Context: an optimization exercise on an open-source flow, tuned for small area, a short achievable clock period and few clock cycles per item. The choices shown serve that exercise and are no tape-out recipe.
Where RTL was checked, it was by simulation tests only, not by an equivalence proof against the original.

==> inputs of 04-26 <==
// interval_running_statistics
module interval_running_statistics
#(
    parameter int COUNT_BITS = irs_pkg::COUNT_BITS_DEF,
    parameter int HIST_BINS  = irs_pkg::HIST_BINS_DEF
)
(
    input  logic                  clk,
    input  logic                  rst_n,
    input  logic                  in_valid,
    output logic                  in_ready,
    input  logic [irs_pkg::IN_W-1:0]       interval,
    output logic                  out_valid,
    input  logic                  out_ready,
    output logic [1:0]            status,
    output logic [COUNT_BITS-1:0] sample_count,
    output logic [irs_pkg::IN_W-1:0]       least,
    output logic [irs_pkg::IN_W-1:0]       greatest,
    output logic [irs_pkg::IN_W-1:0]       mean,
    output logic [irs_pkg::DEV_W-1:0]      deviation,
    output logic [3:0]            mode_bin,
    output logic                  mode_valid
);
    localparam logic [1:0] MD_NORMAL = 2'd0, MD_UNDO = 2'd1, MD_REDO = 2'd2;
    logic        inj, inj_u, inj_h;
    logic [1:0]  md, md_next;
    logic        p_v;
    logic [22:0] p_x;
    logic        in_ready_r;
    logic        take_in, move_p;
    logic [22:0] e_x;
    logic        e_a;
    logic si_v;
    logic [22:0] si_x;
    logic [0:0] si_u;
    logic [0:0] si_h;
    logic [0:0] si_a;
    assign take_in = in_valid && in_ready_r;
    assign move_p  = p_v && (md == MD_NORMAL) && !inj;
    always_ff @(posedge clk or negedge rst_n)
        if (!rst_n) begin
            si_v <= 1'b0; p_v <= 1'b0; in_ready_r <= 1'b1;
        end else begin
            si_v <= inj || move_p || take_in;
            p_v  <= (p_v && !move_p) || (take_in && inj);
            in_ready_r <= !((p_v && !move_p) || (take_in && inj)) && (md_next == MD_NORMAL);
        end
    always_ff @(posedge clk) begin
        if (inj) begin
            si_x <= e_x; si_a <= e_a; si_u <= inj_u; si_h <= inj_h;
        end else if (move_p) begin
  ...
export LEC_CHECK = 0
export CAP_MARGIN = 20
export CORE_MARGIN = 2
export CORE_UTILIZATION = 40
export SLEW_MARGIN = 20
create_clock -name core_clock -period 7.5 [get_ports {clk}]
run.sh (not shown) runs the stock make flow with config.mk's settings and CLKGATE_MAP_FILE= SYNTH_SCRIPT=/design/flow/synth_recipe.tcl, a recipe that flattens the netlist after the stock synthesis.
==> inputs of 08-05, as changes to 04-26 <==
--- a/flow/design.v
+++ b/flow/design.v
@@ -605,25 +605,31 @@
     logic sn_v;
     logic [22:0] sn_x;
     logic [0:0] sn_u;
     logic [0:0] sn_h;
     logic [0:0] sn_a;
     logic [0:0] sn_rg;
     logic [57:0] sn_sq;
+    logic [34:0] sn_xs;
+    logic [11:0] sn_dn;
+    logic [13:0] sn_dn3;
     logic [45:0] sq_sum;
     assign sq_sum = sm_ss + sm_sc;
     always_ff @(posedge clk or negedge rst_n)
         if (!rst_n) sn_v <= 1'b0; else sn_v <= sm_v;
     always_ff @(posedge clk) begin
         sn_x <= sm_x;
         sn_u <= sm_u;
         sn_h <= sm_h;
         sn_a <= sm_a;
         sn_rg <= sm_rg;
         sn_sq <= {12'd0, sq_sum} ^ {58{sm_u}};
+        sn_xs <= sm_u ? (35'd0 - {12'd0, sm_x}) : {12'd0, sm_x};
+        sn_dn <= sm_u ? 12'hfff : 12'h001;
+        sn_dn3 <= sm_u ? 14'h3ffd : 14'h0003;
     end
     logic sa_v;
     logic [22:0] sa_x;
     logic [0:0] sa_u;
     logic [0:0] sa_h;
     logic [0:0] sa_a;
     logic [11:0] n_acc;
@@ -635,17 +641,17 @@
     assign a_upd = sn_v && a_new;
     always_ff @(posedge clk or negedge rst_n)
         if (!rst_n) begin
             sa_v <= 1'b0; n_acc <= '0; n3_acc <= '0; s_acc <= '0; q_acc <= '0;
         end else begin
             sa_v <= sn_v;
             if (a_upd) begin
-                n_acc  <= sn_u ? n_acc - 12'd1 : n_acc + 12'd1;
-                n3_acc <= sn_u ? n3_acc - 14'd3 : n3_acc + 14'd3;
-                s_acc  <= sn_u ? s_acc - {12'd0, sn_x} : s_acc + {12'd0, sn_x};
+                n_acc  <= n_acc + sn_dn;
+                n3_acc <= n3_acc + sn_dn3;
+                s_acc  <= s_acc + sn_xs;
                 q_acc  <= q_acc + sn_sq + {57'd0, sn_u};
             end
         end
     always_ff @(posedge clk) begin
         sa_x <= sn_x; sa_u <= sn_u; sa_h <= sn_h; sa_a <= a_new;
     end
     logic d0_v;
SETUP_SLACK_MARGIN = 3.8   (was default)
==> comparison table <==
| metric | 08-05 | 04-26 |
|---|---|---|
| Multi-input gate area | 107000 um^2 | 107000 um^2 |
| Run status | finished clean | finished clean |
| Xor and xnor fraction of the mapped netlist area | 4.72% | 4.49% |
| TritonCTS buffer count | 528 | 532 |
| Maximum clock frequency | 0.269 GHz | 0.202 GHz |
| CTS sink cnt | 5105 | 5081 |
| Number of core rows | 271 | 272 |
| Proportion of synthesized flip-flops having asynchronous set or reset | 6.99% | 7.03% |
| Startpoint of the worst setup timing path | d22_m[1] | sn_x[0] |
No run of this note included a check of the RTL's function; only the layout flow was run.

* * *

==> run a <==
Another version of the RTL of interval_running_statistics (not shown whole).
export LEC_CHECK = 0
export CAP_MARGIN = 20
export CORE_MARGIN = 2
export CORE_UTILIZATION = 40
export CTS_BUF_LIST = sky130_fd_sc_hd__clkbuf_16
export CTS_CLUSTER_DIAMETER = 100
export CTS_CLUSTER_SIZE = 28
export SETUP_SLACK_MARGIN = 4.1
export SLEW_MARGIN = 20
create_clock -name core_clock -period 7.5 [get_ports {clk}]
==> inputs of run b, as changes to run a <==
CTS_BUF_LIST = sky130_fd_sc_hd__clkbuf_8 sky130_fd_sc_hd__clkbuf_16   (was sky130_fd_sc_hd__clkbuf_16)
CTS_CLUSTER_DIAMETER = unset   (was 100)
CTS_CLUSTER_SIZE = unset   (was 28)
SETUP_SLACK_MARGIN = 4.3   (was 4.1)
==> run summary <==
| quantity | run a | run b |
|---|---|---|
| Multi-input gate share of the layout cell area | 45.4% | 43.6% |
| Via-to-Cell Ratio | 5.01 | 5.08 |
| Multi-input combinational cell count | 13900 | 13900 |
| Clock-cell share of area | 2.78% | 7.04% |
| Critical R2R Capture | q_acc[48] | q6_rr[16] |
| Final Worst Setup Slack | 4080 ps | 4150 ps |
| Pre-CTS setup slack | 3310 ps | 3560 ps |
| Source of the worst register-to-register timing path | sn_sq[56] | q5_rt[0] |
| Result of the run | timing/DRC/antenna clean | timing/DRC/antenna clean |
| Antenna violations before repair | 20 | 52 |
| Fraction of area in non-clock buffers | 2.87% | 3.07% |
| Final Net Count | 24200 | 24800 |
| Number of clock buffers in the layout | 225 | 613 |
| Placed Instances | 28200 | 28200 |
| Minimum clock period | 3420 ps | 3350 ps |
| Number of buffer and inverter instances along the worst setup path | 3 | 2 |
| Slack of the worst reg-to-reg path | 4080 ps | 4150 ps |
| Clock latency of the later-clocked register in the worst-skew pair | 980 ps | 1080 ps |
| Met3 routed wirelength | 15.4 mm | 26.7 mm |
| Setup bufs post-CTS | 82 | 316 |
Testbench counts of run a, summed over its fixed seeds: cycles 1,912, items 1,600.
Testbench counts of run b, summed over its fixed seeds: cycles 1,912, items 1,600.

* * *

==> v23 <==
interval_running_statistics again, from the RTL that the note above started with.
==> flow/config.mk <==
export PLATFORM = sky130hd
export DESIGN_NAME = interval_running_statistics
export DESIGN_NICKNAME = interval_running_statistics
export VERILOG_FILES = /design/flow/design.v
export SDC_FILE = /design/flow/constraint.sdc
export NUM_CORES = 4
export LEC_CHECK = 0
export CAP_MARGIN = 20
export CORE_MARGIN = 2
export CORE_UTILIZATION = 40
export CTS_BUF_LIST = sky130_fd_sc_hd__clkbuf_16
export CTS_CLUSTER_DIAMETER = 80
export CTS_CLUSTER_SIZE = 20
export SETUP_SLACK_MARGIN = 4.1
export SLEW_MARGIN = 20
==> flow/constraint.sdc <==
create_clock -name core_clock -period 7.5 [get_ports {clk}]
set_input_delay 1.5000 -clock core_clock [delete_from_list [all_inputs] [get_ports {clk}]]
set_output_delay 1.5000 -clock core_clock [all_outputs]
set_load 0.01 [all_outputs]
==> v17 (differences from v23) <==
- CORE_UTILIZATION: 40 -> 55
- CTS_BUF_LIST: sky130_fd_sc_hd__clkbuf_16 -> sky130_fd_sc_hd__clkbuf_4 sky130_fd_sc_hd__clkbuf_8
- CTS_CLUSTER_DIAMETER: 80 -> not set
- CTS_CLUSTER_SIZE: 20 -> not set
==> run summary <==
| item | v23 | v17 |
|---|---|---|
| Status | finished clean | finished clean |
| M1 wire length | 235000 um | 244000 um |
| Relative slew margins | 0.335 | 0.198 |
| Cell count after placement | 28235 | 26343 |
| Clock root buffer | clkbuf_16 | clkbuf_8 |
| Last weighted congestion value of the routability-driven placer | 0.849 | 0.868 |
| Routed wire length on met3 | 16500 um | 19800 um |
| Post-DP HPWL | 374000 um | 379000 um |
| Multi-input combinational gate total | 13873 | 13876 |
| Shortest period the worst path allows | 3.44 ns | 3.48 ns |
| First-pass DRT Iterations | 8 | 5 |
| Worst Clk Skew | 0.107 ns | 0.0931 ns |
| Vias in the first global route | 143380 | 146379 |
| Sum of met2 wire segment lengths after detailed routing | 239000 um | 239000 um |
| Layout overhead on the synthesized area | 11.9% | 14.6% |
Testbench counts of v23, summed over its fixed seeds: cycles 1,912, items 1,600.
Testbench counts of v17, summed over its fixed seeds: cycles 1,912, items 1,600.

* * *

==> inputs of v18 <==
interval_running_statistics again, from the RTL that the note above started with.
Settings: LEC_CHECK=0, CAP_MARGIN=20, CORE_MARGIN=2, CORE_UTILIZATION=40, CTS_BUF_LIST=sky130_fd_sc_hd__clkbuf_4 sky130_fd_sc_hd__clkbuf_8, SETUP_SLACK_MARGIN=3.8, SLEW_MARGIN=20; clock period 7.5 ns.
==> v31: changes against v18 <==
CTS_BUF_LIST = sky130_fd_sc_hd__clkbuf_16   (was sky130_fd_sc_hd__clkbuf_4 sky130_fd_sc_hd__clkbuf_8)
CTS_CLUSTER_DIAMETER = 80   (was unset)
CTS_CLUSTER_SIZE = 20   (was unset)
SETUP_SLACK_MARGIN = 4.3   (was 3.8)
==> summary of the runs <==
v18 went through all stages and came out clean. v31 completed without violations. Of v31 and v18, v18 has the higher sequential share of layout area (gap 0.10 points). In v31 the design area is higher than in v18, by 0.66%. Between v18 and v31, the lower clock skew is in v31 (gap 0.012 ns).
Testbench counts of v18, summed over its fixed seeds: cycles 1,912, items 1,600.
Testbench counts of v31, summed over its fixed seeds: cycles 1,912, items 1,600.

==> port drivers added, routing unchanged <==
No port has a modelled driver above. Below, the same layouts with a new extraction and two added sets of constraints.
Step 1 assumes that a clkbuf_16 drives the clock port and a buf_2 every other input.
Step 2, shift: input delay + t, output delay - t, t = (earliest + latest rising clock arrival at the registers) / 2. This alone moves slack from input paths to output paths.
Three values: ideal, step 1, step 2; two values: the first two.
run	shift t [ns]	slack for setup (ns)	worst setup path after step 2	worst register clock-pin slew, ns
04-26	1.132	2.552 / 2.552 / 2.552	register to register	0.07 / 0.07
08-05	1.137	3.786 / 3.752 / 3.169	input to register	0.07 / 0.07
run a	1.065	4.078 / 4.078 / 3.942	input to register	0.12 / 0.12
run b	1.143	4.145 / 4.082 / 4.066	input to register	0.07 / 0.07
v23	1.067	4.061 / 4.061 / 3.909	input to register	0.09 / 0.09
v17	1.319	4.020 / 3.969 / 4.020	register to register	0.08 / 0.08
v18	1.337	3.850 / 3.850 / 3.850	register to register	0.08 / 0.08
v31	1.074	4.067 / 4.067 / 4.067	register to register	0.09 / 0.09
After both steps every run listed still meets setup and hold. For 08-05, which loses most, drivers alone change the setup slack by -0.034 ns; drivers and shift together by -0.617 ns.
